Source: an optimization exercise on an open RTL-to-GDS flow (aim: small area, a short achievable clock period and few clock cycles per item). Production flows keep margins and buffers that such runs may drop. Function not checked in this run: the RTL went through the layout flow alone.

<file path="flow/config.mk">
export PLATFORM = sky130hd
export DESIGN_NAME = sub_bytes_engine
export DESIGN_NICKNAME = sub_bytes_engine
export VERILOG_FILES = /design/flow/design.v
export SDC_FILE = /design/flow/constraint.sdc
export NUM_CORES = 4
export LEC_CHECK = 0
export CAP_MARGIN = 20
export CORE_MARGIN = 2
export CORE_UTILIZATION = 60
export SETUP_SLACK_MARGIN = 3.8
export SLEW_MARGIN = 20
export SYNTH_HIERARCHICAL = 1
export SYNTH_MINIMUM_KEEP_SIZE = 0
</file>
<file path="flow/constraint.sdc">
create_clock -name core_clock -period 7.5 [get_ports {clk}]
set_input_delay 1.5000 -clock core_clock [delete_from_list [all_inputs] [get_ports {clk}]]
set_output_delay 1.5000 -clock core_clock [all_outputs]
set_load 0.01 [all_outputs]
</file>
<file path="flow/design.v">
module sub_bytes_engine #(
   parameter int WORD_BYTES = 16,
   parameter int LANES      = 1,
   parameter int INVERSE_EN = 1
) (
   input  logic                    clk,
   input  logic                    rst_n,
   input  logic                    in_valid,
   output logic                    in_ready,
   input  logic [8*WORD_BYTES-1:0] in_data,
   input  logic                    in_inv,
   output logic                    out_valid,
   input  logic                    out_ready,
   output logic [8*WORD_BYTES-1:0] out_data,
   output logic                    busy
);
   logic                    v1_q, v2_q;
   logic                    inv1_q, inv2_q;
   logic                    in_inv_e;
   logic                    en;
   logic [8*WORD_BYTES-1:0] s1_d, s1_q;
   logic [8*WORD_BYTES-1:0] s2_d, s2_q;
   assign in_inv_e = in_inv & (INVERSE_EN != 0);
   for (genvar i = 0; i < WORD_BYTES; i++) begin : g_byte
      sb_s01 u_s01 (.si(in_data[8*i +: 8]), .inv(in_inv_e), .so(s1_d[8*i +: 8]));
      sb_s14 u_s14 (.si(s1_q[8*i +: 8]), .inv(1'b0), .so(s2_d[8*i +: 8]));
      sb_s45 u_s45 (.si(s2_q[8*i +: 8]), .inv(inv2_q), .so(out_data[8*i +: 8]));
   end
   assign en        = ~v2_q | out_ready;
   sb_ready u_ready (.full(v2_q), .taken(out_ready), .ready(in_ready));
   assign out_valid = v2_q;
   assign busy      = v1_q | v2_q;
   always_ff @(posedge clk or negedge rst_n) begin
      if (!rst_n) begin
         v1_q <= 1'b0;
         v2_q <= 1'b0;
      end else if (en) begin
         v1_q <= in_valid;
         v2_q <= v1_q;
      end
   end
   always_ff @(posedge clk) begin
      if (en) begin
         inv1_q <= in_inv_e;
         s1_q   <= s1_d;
         inv2_q <= inv1_q;
         s2_q   <= s2_d;
      end
   end
endmodule
module sb_ready(input logic full, input logic taken, output logic ready);
   assign ready = ~full | taken;
endmodule
module sb_s01(si, inv, so);
  input [7:0] si;
  wire [7:0] si;
  input inv;
  wire inv;
  output [7:0] so;
  wire [7:0] so;
  wire _00_;
  wire _01_;
  wire _02_;
  wire _03_;
  wire _04_;
  wire _05_;
  wire _06_;
  wire _07_;
  wire _08_;
  wire _09_;
  wire _10_;
  wire _11_;
  wire _12_;
  wire _13_;
  wire _14_;
  wire _15_;
  wire _16_;
  wire _17_;
  wire _18_;
  wire _19_;
  wire _20_;
  wire _21_;
  wire _22_;
  wire _23_;
  wire _24_;
  wire _25_;
  wire _26_;
  wire _27_;
  wire _28_;
  wire _29_;
  wire _30_;
  wire _31_;
  c_clkinv_1 _32_ (
    .A(inv),
    .Y(_00_)
  );
  c_xor2_1 _33_ (
    .A(si[0]),
    .B(si[7]),
    .X(_01_)
  );
  c_xnor2_1 _34_ (
    .A(si[6]),
    .B(_01_),
    .Y(_02_)
  );
  c_xnor2_1 _35_ (
    .A(si[0]),
    .B(si[4]),
    .Y(_03_)
  );
  c_clkinv_1 _36_ (
    .A(si[5]),
    .Y(_04_)
  );
  c_xor2_1 _37_ (
    .A(si[6]),
    .B(si[2]),
    .X(_05_)
  );
  c_xor2_1 _38_ (
    .A(_04_),
    .B(_05_),
    .X(_06_)
  );
  c_a21oi_1 _39_ (
    .A1(_06_),
    .A2(_03_),
    .B1(inv),
    .Y(_07_)
  );
  c_o21ai_0 _40_ (
    .A1(_03_),
    .A2(_06_),
    .B1(_07_),
    .Y(_08_)
  );
  c_o21ai_0 _41_ (
    .A1(_00_),
    .A2(_02_),
    .B1(_08_),
    .Y(so[6])
  );
  c_xnor2_1 _42_ (
    .A(si[1]),
    .B(si[3]),
    .Y(_09_)
  );
  c_xnor2_1 _43_ (
    .A(_03_),
    .B(_09_),
    .Y(_10_)
  );
  c_nand2_1 _44_ (
    .A(_10_),
    .B(inv),
    .Y(_11_)
  );
  c_o21ai_0 _45_ (
    .A1(inv),
    .A2(_09_),
    .B1(_11_),
    .Y(_12_)
  );
  c_xor2_1 _46_ (
    .A(_01_),
    .B(_12_),
    .X(so[5])
  );
  c_xor2_1 _47_ (
    .A(si[7]),
    .B(si[2]),
    .X(_13_)
  );
  c_xnor2_1 _48_ (
    .A(si[7]),
    .B(si[1]),
    .Y(_14_)
  );
  c_xnor2_1 _49_ (
    .A(_03_),
    .B(_14_),
    .Y(_15_)
  );
  c_clkinv_1 _50_ (
    .A(_15_),
    .Y(_16_)
  );
  c_nand2_1 _51_ (
    .A(_09_),
    .B(inv),
    .Y(_17_)
  );
  c_o21ai_0 _52_ (
    .A1(inv),
    .A2(_16_),
    .B1(_17_),
    .Y(_18_)
  );
  c_xnor2_1 _53_ (
    .A(_05_),
    .B(_18_),
    .Y(so[2])
  );
  c_nand2_1 _54_ (
    .A(so[2]),
    .B(_00_),
    .Y(_19_)
  );
  c_nand2_1 _55_ (
    .A(_19_),
    .B(_17_),
    .Y(_20_)
  );
  c_xor2_1 _56_ (
    .A(_13_),
    .B(_20_),
    .X(so[4])
  );
  c_nand2_1 _57_ (
    .A(_14_),
    .B(inv),
    .Y(_21_)
  );
  c_o21ai_0 _58_ (
    .A1(inv),
    .A2(_10_),
    .B1(_21_),
    .Y(so[3])
  );
  c_nand2_1 _59_ (
    .A(_16_),
    .B(si[5]),
    .Y(_22_)
  );
  c_nand2_1 _60_ (
    .A(_15_),
    .B(_04_),
    .Y(_23_)
  );
  c_clkinv_1 _61_ (
    .A(_09_),
    .Y(_24_)
  );
  c_nand2_1 _62_ (
    .A(_02_),
    .B(_24_),
    .Y(_25_)
  );
  c_nor2_1 _63_ (
    .A(_24_),
    .B(_02_),
    .Y(_26_)
  );
  c_nor2_1 _64_ (
    .A(inv),
    .B(_26_),
    .Y(_27_)
  );
  c_a32oi_1 _65_ (
    .A1(_22_),
    .A2(inv),
    .A3(_23_),
    .B1(_25_),
    .B2(_27_),
    .Y(so[7])
  );
  c_a21oi_1 _66_ (
    .A1(_01_),
    .A2(si[2]),
    .B1(inv),
    .Y(_28_)
  );
  c_o21ai_0 _67_ (
    .A1(si[2]),
    .A2(_01_),
    .B1(_28_),
    .Y(_29_)
  );
  c_o21ai_0 _68_ (
    .A1(_00_),
    .A2(_06_),
    .B1(_29_),
    .Y(so[1])
  );
  c_nand2_1 _69_ (
    .A(inv),
    .B(si[1]),
    .Y(_30_)
  );
  c_nand2_1 _70_ (
    .A(_29_),
    .B(_30_),
    .Y(_31_)
  );
  c_xor2_1 _71_ (
    .A(_24_),
    .B(_31_),
    .X(so[0])
  );
endmodule
module sb_s14(si, inv, so);
  input [7:0] si;
  wire [7:0] si;
  input inv;
  wire inv;
  output [7:0] so;
  wire [7:0] so;
  wire _000_;
  wire _001_;
  wire _002_;
  wire _003_;
  wire _004_;
  wire _005_;
  wire _006_;
  wire _007_;
  wire _008_;
  wire _009_;
  wire _010_;
  wire _011_;
  wire _012_;
  wire _013_;
  wire _014_;
  wire _015_;
  wire _016_;
  wire _017_;
  wire _018_;
  wire _019_;
  wire _020_;
  wire _021_;
  wire _022_;
  wire _023_;
  wire _024_;
  wire _025_;
  wire _026_;
  wire _027_;
  wire _028_;
  wire _029_;
  wire _030_;
  wire _031_;
  wire _032_;
  wire _033_;
  wire _034_;
  wire _035_;
  wire _036_;
  wire _037_;
  wire _038_;
  wire _039_;
  wire _040_;
  wire _041_;
  wire _042_;
  wire _043_;
  wire _044_;
  wire _045_;
  wire _046_;
  wire _047_;
  wire _048_;
  wire _049_;
  wire _050_;
  wire _051_;
  wire _052_;
  wire _053_;
  wire _054_;
  wire _055_;
  wire _056_;
  wire _057_;
  wire _058_;
  wire _059_;
  wire _060_;
  wire _061_;
  wire _062_;
  wire _063_;
  wire _064_;
  wire _065_;
  wire _066_;
  wire _067_;
  wire _068_;
  wire _069_;
  wire _070_;
  wire _071_;
  wire _072_;
  wire _073_;
  wire _074_;
  wire _075_;
  wire _076_;
  wire _077_;
  wire _078_;
  wire _079_;
  wire _080_;
  wire _081_;
  wire _082_;
  wire _083_;
  wire _084_;
  wire _085_;
  wire _086_;
  wire _087_;
  wire _088_;
  wire _089_;
  wire _090_;
  wire _091_;
  wire _092_;
  wire _093_;
  wire _094_;
  wire _095_;
  wire _096_;
  wire _097_;
  wire _098_;
  wire _099_;
  wire _100_;
  wire _101_;
  wire _102_;
  wire _103_;
  wire _104_;
  c_clkinv_1 _105_ (
    .A(si[5]),
    .Y(_023_)
  );
  c_clkinv_1 _106_ (
    .A(si[1]),
    .Y(_024_)
  );
  c_nor2_1 _107_ (
    .A(_023_),
    .B(_024_),
    .Y(_025_)
  );
  c_xor2_1 _108_ (
    .A(si[4]),
    .B(si[5]),
    .X(_026_)
  );
  c_clkinv_1 _109_ (
    .A(_026_),
    .Y(_027_)
  );
  c_xor2_1 _110_ (
    .A(si[0]),
    .B(si[1]),
    .X(_028_)
  );
  c_clkinv_1 _111_ (
    .A(_028_),
    .Y(_029_)
  );
  c_nor2_1 _112_ (
    .A(_027_),
    .B(_029_),
    .Y(_030_)
  );
  c_o22ai_1 _113_ (
    .A1(si[4]),
    .A2(si[0]),
    .B1(_025_),
    .B2(_030_),
    .Y(_031_)
  );
  c_nor2_1 _114_ (
    .A(si[6]),
    .B(si[2]),
    .Y(_032_)
  );
  c_clkinv_1 _115_ (
    .A(si[6]),
    .Y(_033_)
  );
  c_clkinv_1 _116_ (
    .A(si[2]),
    .Y(_034_)
  );
  c_nor2_1 _117_ (
    .A(_033_),
    .B(_034_),
    .Y(_035_)
  );
  c_nor2_1 _118_ (
    .A(_032_),
    .B(_035_),
    .Y(_036_)
  );
  c_xor2_1 _119_ (
    .A(si[0]),
    .B(si[2]),
    .X(_037_)
  );
  c_xor2_1 _120_ (
    .A(si[4]),
    .B(si[6]),
    .X(_038_)
  );
  c_nand2_1 _121_ (
    .A(_037_),
    .B(_038_),
    .Y(_039_)
  );
  c_xor2_1 _122_ (
    .A(_036_),
    .B(_039_),
    .X(_040_)
  );
  c_xor2_1 _123_ (
    .A(si[3]),
    .B(si[1]),
    .X(_041_)
  );
  c_xor2_1 _124_ (
    .A(_037_),
    .B(_041_),
    .X(_042_)
  );
  c_xor2_1 _125_ (
    .A(si[7]),
    .B(si[5]),
    .X(_043_)
  );
  c_xor2_1 _126_ (
    .A(_038_),
    .B(_043_),
    .X(_044_)
  );
  c_nand2_1 _127_ (
    .A(_042_),
    .B(_044_),
    .Y(_045_)
  );
  c_xnor2_1 _128_ (
    .A(_040_),
    .B(_045_),
    .Y(_046_)
  );
  c_xor2_1 _129_ (
    .A(_031_),
    .B(_046_),
    .X(_047_)
  );
  c_clkinv_1 _130_ (
    .A(_047_),
    .Y(_048_)
  );
  c_xor2_1 _131_ (
    .A(si[3]),
    .B(si[2]),
    .X(_049_)
  );
  c_xor2_1 _132_ (
    .A(si[7]),
    .B(si[6]),
    .X(_050_)
  );
  c_nand2_1 _133_ (
    .A(_049_),
    .B(_050_),
    .Y(_051_)
  );
  c_o21ai_0 _134_ (
    .A1(_033_),
    .A2(_034_),
    .B1(_051_),
    .Y(_052_)
  );
  c_o21ai_0 _135_ (
    .A1(si[7]),
    .A2(si[3]),
    .B1(_052_),
    .Y(_053_)
  );
  c_nor2_1 _136_ (
    .A(_026_),
    .B(_028_),
    .Y(_054_)
  );
  c_nor2_1 _137_ (
    .A(_054_),
    .B(_030_),
    .Y(_055_)
  );
  c_xor2_1 _138_ (
    .A(_053_),
    .B(_055_),
    .X(_056_)
  );
  c_nor2_1 _139_ (
    .A(si[7]),
    .B(si[3]),
    .Y(_057_)
  );
  c_clkinv_1 _140_ (
    .A(si[7]),
    .Y(_058_)
  );
  c_clkinv_1 _141_ (
    .A(si[3]),
    .Y(_059_)
  );
  c_nor2_1 _142_ (
    .A(_058_),
    .B(_059_),
    .Y(_060_)
  );
  c_nor2_1 _143_ (
    .A(_057_),
    .B(_060_),
    .Y(_061_)
  );
  c_clkinv_1 _144_ (
    .A(_061_),
    .Y(_062_)
  );
  c_nand2_1 _145_ (
    .A(_041_),
    .B(_043_),
    .Y(_063_)
  );
  c_xor2_1 _146_ (
    .A(_039_),
    .B(_063_),
    .X(_064_)
  );
  c_xor2_1 _147_ (
    .A(_062_),
    .B(_064_),
    .X(_065_)
  );
  c_xor2_1 _148_ (
    .A(_056_),
    .B(_065_),
    .X(_066_)
  );
  c_nor2_1 _149_ (
    .A(si[5]),
    .B(si[1]),
    .Y(_067_)
  );
  c_a21oi_1 _150_ (
    .A1(si[4]),
    .A2(si[0]),
    .B1(_030_),
    .Y(_068_)
  );
  c_nor2_1 _151_ (
    .A(_067_),
    .B(_068_),
    .Y(_069_)
  );
  c_xor2_1 _152_ (
    .A(_069_),
    .B(_065_),
    .X(_070_)
  );
  c_a21oi_1 _153_ (
    .A1(_048_),
    .A2(_066_),
    .B1(_070_),
    .Y(_071_)
  );
  c_clkinv_1 _154_ (
    .A(_070_),
    .Y(_072_)
  );
  c_nor2_1 _155_ (
    .A(_047_),
    .B(_072_),
    .Y(_073_)
  );
  c_nor2_1 _156_ (
    .A(_066_),
    .B(_072_),
    .Y(_074_)
  );
  c_nor2_1 _157_ (
    .A(_067_),
    .B(_025_),
    .Y(_075_)
  );
  c_clkinv_1 _158_ (
    .A(_060_),
    .Y(_076_)
  );
  c_a21oi_1 _159_ (
    .A1(_051_),
    .A2(_076_),
    .B1(_032_),
    .Y(_077_)
  );
  c_xor2_1 _160_ (
    .A(_075_),
    .B(_077_),
    .X(_078_)
  );
  c_xnor2_1 _161_ (
    .A(_078_),
    .B(_046_),
    .Y(_079_)
  );
  c_clkinv_1 _162_ (
    .A(_079_),
    .Y(_080_)
  );
  c_nor2_1 _163_ (
    .A(_048_),
    .B(_080_),
    .Y(_081_)
  );
  c_xnor2_1 _164_ (
    .A(_074_),
    .B(_081_),
    .Y(_082_)
  );
  c_nand2_1 _165_ (
    .A(_082_),
    .B(_047_),
    .Y(_083_)
  );
  c_o21ai_0 _166_ (
    .A1(_071_),
    .A2(_073_),
    .B1(_083_),
    .Y(_084_)
  );
  c_nand2_1 _167_ (
    .A(_084_),
    .B(_049_),
    .Y(_085_)
  );
  c_clkinv_1 _168_ (
    .A(_083_),
    .Y(_086_)
  );
  c_nor2_1 _169_ (
    .A(_071_),
    .B(_086_),
    .Y(_087_)
  );
  c_nor2_1 _170_ (
    .A(_034_),
    .B(_087_),
    .Y(_088_)
  );
  c_xor2_1 _171_ (
    .A(_085_),
    .B(_088_),
    .X(_089_)
  );
  c_nand2_1 _172_ (
    .A(_082_),
    .B(_079_),
    .Y(_090_)
  );
  c_nor2_1 _173_ (
    .A(_079_),
    .B(_072_),
    .Y(_091_)
  );
  c_o21ai_0 _174_ (
    .A1(_091_),
    .A2(_081_),
    .B1(_066_),
    .Y(_092_)
  );
  c_nand2_1 _175_ (
    .A(_090_),
    .B(_092_),
    .Y(_093_)
  );
  c_xnor2_1 _176_ (
    .A(_093_),
    .B(_087_),
    .Y(_094_)
  );
  c_nand2_1 _177_ (
    .A(_094_),
    .B(_037_),
    .Y(_095_)
  );
  c_or2_2 _178_ (
    .A(_066_),
    .B(_079_),
    .X(_096_)
  );
  c_nand2_1 _179_ (
    .A(_090_),
    .B(_096_),
    .Y(_097_)
  );
  c_nor2_1 _180_ (
    .A(_073_),
    .B(_086_),
    .Y(_098_)
  );
  c_xnor2_1 _181_ (
    .A(_097_),
    .B(_098_),
    .Y(_099_)
  );
  c_nand2_1 _182_ (
    .A(_099_),
    .B(_041_),
    .Y(_100_)
  );
  c_xnor2_1 _183_ (
    .A(_095_),
    .B(_100_),
    .Y(_101_)
  );
  c_xor2_1 _184_ (
    .A(_089_),
    .B(_101_),
    .X(so[6])
  );
  c_nand2_1 _185_ (
    .A(_092_),
    .B(_096_),
    .Y(_102_)
  );
  c_nor2_1 _186_ (
    .A(_029_),
    .B(_102_),
    .Y(_103_)
  );
  c_nand2_1 _187_ (
    .A(_093_),
    .B(si[0]),
    .Y(_104_)
  );
  c_xor2_1 _188_ (
    .A(_103_),
    .B(_104_),
    .X(_000_)
  );
  c_xor2_1 _189_ (
    .A(_000_),
    .B(_101_),
    .X(so[4])
  );
  c_nand2_1 _190_ (
    .A(_084_),
    .B(_050_),
    .Y(_001_)
  );
  c_nor2_1 _191_ (
    .A(_033_),
    .B(_087_),
    .Y(_002_)
  );
  c_xor2_1 _192_ (
    .A(_001_),
    .B(_002_),
    .X(_003_)
  );
  c_nand2_1 _193_ (
    .A(_094_),
    .B(_038_),
    .Y(_004_)
  );
  c_nand2_1 _194_ (
    .A(_099_),
    .B(_043_),
    .Y(_005_)
  );
  c_xnor2_1 _195_ (
    .A(_004_),
    .B(_005_),
    .Y(_006_)
  );
  c_xor2_1 _196_ (
    .A(_003_),
    .B(_006_),
    .X(so[2])
  );
  c_nor2_1 _197_ (
    .A(_027_),
    .B(_102_),
    .Y(_007_)
  );
  c_nand2_1 _198_ (
    .A(_093_),
    .B(si[4]),
    .Y(_008_)
  );
  c_xor2_1 _199_ (
    .A(_007_),
    .B(_008_),
    .X(_009_)
  );
  c_xor2_1 _200_ (
    .A(_009_),
    .B(_006_),
    .X(so[0])
  );
  c_nand2_1 _201_ (
    .A(_098_),
    .B(si[7]),
    .Y(_010_)
  );
  c_xor2_1 _202_ (
    .A(_001_),
    .B(_010_),
    .X(_011_)
  );
  c_xor2_1 _203_ (
    .A(_094_),
    .B(_099_),
    .X(_012_)
  );
  c_nand2_1 _204_ (
    .A(_012_),
    .B(_044_),
    .Y(_013_)
  );
  c_xor2_1 _205_ (
    .A(_004_),
    .B(_013_),
    .X(_014_)
  );
  c_xor2_1 _206_ (
    .A(_011_),
    .B(_014_),
    .X(so[3])
  );
  c_nor2_1 _207_ (
    .A(_023_),
    .B(_097_),
    .Y(_015_)
  );
  c_xor2_1 _208_ (
    .A(_007_),
    .B(_015_),
    .X(_016_)
  );
  c_xor2_1 _209_ (
    .A(_016_),
    .B(_014_),
    .X(so[1])
  );
  c_nand2_1 _210_ (
    .A(_098_),
    .B(si[3]),
    .Y(_017_)
  );
  c_xor2_1 _211_ (
    .A(_085_),
    .B(_017_),
    .X(_018_)
  );
  c_nand2_1 _212_ (
    .A(_012_),
    .B(_042_),
    .Y(_019_)
  );
  c_xor2_1 _213_ (
    .A(_095_),
    .B(_019_),
    .X(_020_)
  );
  c_xor2_1 _214_ (
    .A(_018_),
    .B(_020_),
    .X(so[7])
  );
  c_nor2_1 _215_ (
    .A(_024_),
    .B(_097_),
    .Y(_021_)
  );
  c_xor2_1 _216_ (
    .A(_103_),
    .B(_021_),
    .X(_022_)
  );
  c_xor2_1 _217_ (
    .A(_022_),
    .B(_020_),
    .X(so[5])
  );
endmodule
module sb_s45(si, inv, so);
  input [7:0] si;
  wire [7:0] si;
  input inv;
  wire inv;
  output [7:0] so;
  wire [7:0] so;
  wire _00_;
  wire _01_;
  wire _02_;
  wire _03_;
  wire _04_;
  wire _05_;
  wire _06_;
  wire _07_;
  wire _08_;
  wire _09_;
  wire _10_;
  wire _11_;
  wire _12_;
  wire _13_;
  wire _14_;
  wire _15_;
  wire _16_;
  wire _17_;
  wire _18_;
  wire _19_;
  wire _20_;
  wire _21_;
  wire _22_;
  wire _23_;
  wire _24_;
  wire _25_;
  wire _26_;
  wire _27_;
  wire _28_;
  wire _29_;
  wire _30_;
  wire _31_;
  wire _32_;
  wire _33_;
  wire _34_;
  c_clkinv_1 _35_ (
    .A(si[5]),
    .Y(_00_)
  );
  c_or2_2 _36_ (
    .A(si[7]),
    .B(_00_),
    .X(_01_)
  );
  c_nand2_1 _37_ (
    .A(_00_),
    .B(si[7]),
    .Y(_02_)
  );
  c_nand2_1 _38_ (
    .A(_01_),
    .B(_02_),
    .Y(_03_)
  );
  c_clkinv_1 _39_ (
    .A(_03_),
    .Y(_04_)
  );
  c_xor2_1 _40_ (
    .A(si[1]),
    .B(si[3]),
    .X(_05_)
  );
  c_xor2_1 _41_ (
    .A(si[2]),
    .B(si[6]),
    .X(_06_)
  );
  c_xnor2_1 _42_ (
    .A(_05_),
    .B(_06_),
    .Y(_07_)
  );
  c_clkinv_1 _43_ (
    .A(inv),
    .Y(_08_)
  );
  c_nand2_1 _44_ (
    .A(_07_),
    .B(_08_),
    .Y(_09_)
  );
  c_xor2_1 _45_ (
    .A(_04_),
    .B(_09_),
    .X(so[6])
  );
  c_xor2_1 _46_ (
    .A(si[7]),
    .B(si[6]),
    .X(_10_)
  );
  c_xor2_1 _47_ (
    .A(si[5]),
    .B(si[4]),
    .X(_11_)
  );
  c_xor2_1 _48_ (
    .A(si[2]),
    .B(si[0]),
    .X(_12_)
  );
  c_xor2_1 _49_ (
    .A(_11_),
    .B(_12_),
    .X(_13_)
  );
  c_nand2_1 _50_ (
    .A(_05_),
    .B(inv),
    .Y(_14_)
  );
  c_o21ai_0 _51_ (
    .A1(inv),
    .A2(_13_),
    .B1(_14_),
    .Y(_15_)
  );
  c_xor2_1 _52_ (
    .A(_10_),
    .B(_15_),
    .X(so[5])
  );
  c_xnor2_1 _53_ (
    .A(_05_),
    .B(_10_),
    .Y(_16_)
  );
  c_nand2_1 _54_ (
    .A(_12_),
    .B(inv),
    .Y(_17_)
  );
  c_o21ai_0 _55_ (
    .A1(inv),
    .A2(_16_),
    .B1(_17_),
    .Y(_18_)
  );
  c_xor2_1 _56_ (
    .A(_11_),
    .B(_18_),
    .X(so[7])
  );
  c_xnor2_1 _57_ (
    .A(si[3]),
    .B(si[0]),
    .Y(_19_)
  );
  c_xor2_1 _58_ (
    .A(si[2]),
    .B(si[4]),
    .X(_20_)
  );
  c_nand2_1 _59_ (
    .A(_00_),
    .B(_08_),
    .Y(_21_)
  );
  c_o21ai_0 _60_ (
    .A1(_08_),
    .A2(_20_),
    .B1(_21_),
    .Y(_22_)
  );
  c_xor2_1 _61_ (
    .A(_19_),
    .B(_22_),
    .X(so[4])
  );
  c_xnor2_1 _62_ (
    .A(si[3]),
    .B(si[4]),
    .Y(_23_)
  );
  c_a21oi_1 _63_ (
    .A1(_04_),
    .A2(_23_),
    .B1(_08_),
    .Y(_24_)
  );
  c_o21ai_0 _64_ (
    .A1(_04_),
    .A2(_23_),
    .B1(_24_),
    .Y(_25_)
  );
  c_nand2_1 _65_ (
    .A(_08_),
    .B(si[0]),
    .Y(_26_)
  );
  c_nand2_1 _66_ (
    .A(_25_),
    .B(_26_),
    .Y(so[3])
  );
  c_nand2_1 _67_ (
    .A(si[5]),
    .B(inv),
    .Y(_27_)
  );
  c_o21ai_0 _68_ (
    .A1(inv),
    .A2(_23_),
    .B1(_27_),
    .Y(_28_)
  );
  c_xor2_1 _69_ (
    .A(si[0]),
    .B(_28_),
    .X(so[2])
  );
  c_nand2_1 _70_ (
    .A(_19_),
    .B(inv),
    .Y(_29_)
  );
  c_nand2_1 _71_ (
    .A(_08_),
    .B(si[6]),
    .Y(_30_)
  );
  c_nand2_1 _72_ (
    .A(_29_),
    .B(_30_),
    .Y(_31_)
  );
  c_xnor2_1 _73_ (
    .A(si[1]),
    .B(si[4]),
    .Y(_32_)
  );
  c_xor2_1 _74_ (
    .A(_32_),
    .B(_03_),
    .X(_33_)
  );
  c_xor2_1 _75_ (
    .A(_31_),
    .B(_33_),
    .X(so[1])
  );
  c_o21ai_0 _76_ (
    .A1(_08_),
    .A2(si[1]),
    .B1(_30_),
    .Y(_34_)
  );
  c_xnor2_1 _77_ (
    .A(_34_),
    .B(_20_),
    .Y(so[0])
  );
endmodule
module c_a21oi_1(input logic A1, input logic A2, input logic B1, output logic Y);
   assign Y = (~A1&~B1) | (~A2&~B1);
endmodule
module c_a32oi_1(input logic A1, input logic A2, input logic A3, input logic B1, input logic B2, output logic Y);
   assign Y = (~A1&~B1) | (~A1&~B2) | (~A2&~B1) | (~A3&~B1) | (~A2&~B2) | (~A3&~B2);
endmodule
module c_clkinv_1(input logic A, output logic Y);
   assign Y = (~A);
endmodule
module c_nand2_1(input logic A, input logic B, output logic Y);
   assign Y = (~A) | (~B);
endmodule
module c_nor2_1(input logic A, input logic B, output logic Y);
   assign Y = (~A&~B);
endmodule
module c_o21ai_0(input logic A1, input logic A2, input logic B1, output logic Y);
   assign Y = (~A1&~A2) | (~B1);
endmodule
module c_o22ai_1(input logic A1, input logic A2, input logic B1, input logic B2, output logic Y);
   assign Y = (~B1&~B2) | (~A1&~A2);
endmodule
module c_or2_2(input logic A, input logic B, output logic X);
   assign X = (A) | (B);
endmodule
module c_xnor2_1(input logic A, input logic B, output logic Y);
   assign Y = (~A&~B) | (A&B);
endmodule
module c_xor2_1(input logic A, input logic B, output logic X);
   assign X = (A&~B) | (~A&B);
endmodule
</file>
<file path="flow/flow/run.sh">
#!/bin/bash
# The standard layout, with the port buffers made from sky130_fd_sc_hd__buf_2 instead of
# the buffer that buffer_ports picks by default (a slow delay cell).
set -euo pipefail
export BUFFER_PORTS_ARGS="-buffer_cell sky130_fd_sc_hd__buf_2"
bash standard.sh finish > standard_finish.log 2>&1
</file>
<file path="flow/standard.sh">
#!/bin/bash
# synth_recipe.tcl (not shown) runs the flow's synth.tcl, then flattens the netlist and writes it again
# the make line also repeats each setting of config.mk as NAME=value (left out here)
make -C /OpenROAD-flow-scripts/flow DESIGN_CONFIG=/design/flow/config.mk WORK_HOME=/design/flow/orfs CLKGATE_MAP_FILE= SYNTH_SCRIPT=/design/flow/synth_recipe.tcl "${@:-finish}"
</file>
==> reports/results.ini <==
[status]
status=complete, no violations

[setup_path]
end_kind=output port
critical_path_class=reg -> out
regToRegStartpoint=s1_q[31]
r2r-end=s2_q[27]
r2r_slack_ps=3830
cp-start-kind=flip-flop
critPathRequiredTime_ps=6000
reg2regPathDepth=16
cp-startpoint=inv2_q
arrival_ps=2190
critPathMaxFanout=40

[timing]
min_period_ps=3693
post-route-period-util_pct=49.24
slew_headroom_pct=39.51
rsz0062_at_grt=true
hold-worst-slack_ps=425.4
worstMarginPinSlew_ps=907.3
fin_worst_skew_ps=14.23
drv_slew=0
setup_violations=0
fin_setup_tns_ps=0
hold_viol=0
fmax_mhz=270.8

[grt]
grt_max_degree=170
grt_pass1_vias=21640
antenna_found_initial=8
grt_pass1_wl_um=97210
grt_remaining_overflow=0
grt_usage_pct=24.65

[route]
firstDrtPassIters=6
ant_nets=0
drt_iter0_drc=1312
wirelength_um=63650
drc=0
drt-vias-per-instance=5.119
vias=22800
wl_per_cell_um=14.29

[cts]
clkSlewWorstSetupHoldPaths_ps=60
htree_levels=1
cts_buffers=31
postCtsHoldBufs=0
insertion_delay_ps=600
cts_max_path_buffers=3
cts-root-buf=clkbuf_16
cts_num_sinks=260
cts_tree=built

[place]
place.gp.congestion=0.9339
portBuffers=263
dpl.hpwl_um=45710
placed_cell_area_sq_um=29130

[cells_and_area]
nFillCells=3262
drive_gt1_share_pct=21.44
layout.nets=3967
syn_to_final_growth_pct=22.87
utilization_pct=74.70
multi_input_area_sq_um=19650
fin_area_sq_um=33030
final-seq-area_sq_um=7797

[logic_synthesis]
yosys_warnings=7
avgSynthCellArea_sq_um=7.905
netlist_instances=3401
syn-num-nets=3534
syn_area_sq_um=26880

[hold_path]
hold_class=reg -> reg
hold_depth=0
hold_end=inv2_q
min_from=inv1_q

[floorplan]
top_level_ports=264
dieWidth_um=215.7
die-height_um=215.7
rows=77
core-area_sq_um=44220
die_area_sq_um=46520
start_util_pct=60.80

[job]
cap_viol_max_count=0

## registers in the layout, summed over array words and instances (netlist names)
| name | cells |
|---|---|
| inv1_q | 1 |
| inv2_q | 1 |
| s1_q | 128 |
| s2_q | 128 |
| v1_q | 1 |
| v2_q | 1 |
## layout make-up
class | count | share of cell area (%)
inverter | 336 | 3.830
sequential | 260 | 23.61
antenna | 5 | 0.03788
clock buffer | 33 | 2.371
multi-input combinational | 2805 | 59.49
tap | 592 | 2.242
timing repair buffer | 400 | 7.473
clock inverter | 24 | 0.9508
## worst max-delay path by stage
stage | endpoint | slack, ps | cells after the start
floorplan | out_data[100] | 2790 | 3
global placement | s2_q[23] | 3960 | 16
detailed placement | s2_q[55] | 3830 | 16
CTS | out_data[36] | 3800 | 5
global route | s2_q[13] | 3610 | 18
finish | out_data[18] | 3810 | 5
## layout by cell type (no fill, tap or decap), types with 45 or more instances in the layout
master      n
nand2_1   682
nor2_2     45
xnor2_2    60
inv_1     334
o21ai_1   268
buf_4     130
buf_2     262
xnor2_1   259
edfxtp_1  258
xor2_1    771
xor2_2    156
a21oi_2    96
nor2_1    384
## repair_timing
action / CTS / global route
gates resized for setup: 6 / 268
setup endpoints to repair: 81 / 153
cloned: 2 / 1
setup buffers: 1 / 128
pin swaps: 0 / 118
## per-stage QoR
stage          instances  setup slack (ps)
2_1_floorplan       3401              2790
3_3_place_gp        4261              3956
3_5_place_dp        4261              3830
4_1_cts             4321              3801
5_1_grt             4454              3611
6_report            4455              3807
## layer usage
layer  track usage [%]  share of wire (%)  vias up
met5                 0              0.072        -
met4             6.759                3.1        6
met3             3.016                4.7      137
met2             45.28                 51      546
met1             30.31                 41    10690
li1                  -                  -    11430
## worst max-delay path, cell delays in order, from the launching register on
cell and delay (ps):
edfxtp_1 490, buf_4 210, bufbuf_16 340, o21ai_1 170, xor2_1 220, buf_2 170

-- separate check: timing with driven ports --
Ports are ideal in the flow. The routed layout listed here was re-timed in OpenROAD. Step 1 sets driving cells, clkbuf_16 on the clock port and buf_2 on the other inputs (assumed; they add their load-dependent delay and slew). Step 2, shift: input delay + t, output delay - t, t = (earliest + latest rising clock arrival at the registers) / 2. This alone moves slack from input paths to output paths. Slacks: ideal ports / drivers / drivers and shift; pairs: ideal ports / drivers.
shift t [ns]: 0.651
slack for setup (ns): 3.807 / 3.746 / 3.834
pins driven straight from the clock port: 1
After both steps setup and hold are still met in this run. The setup slack of this run moves by -0.061 ns with the drivers and by +0.027 ns with both steps.
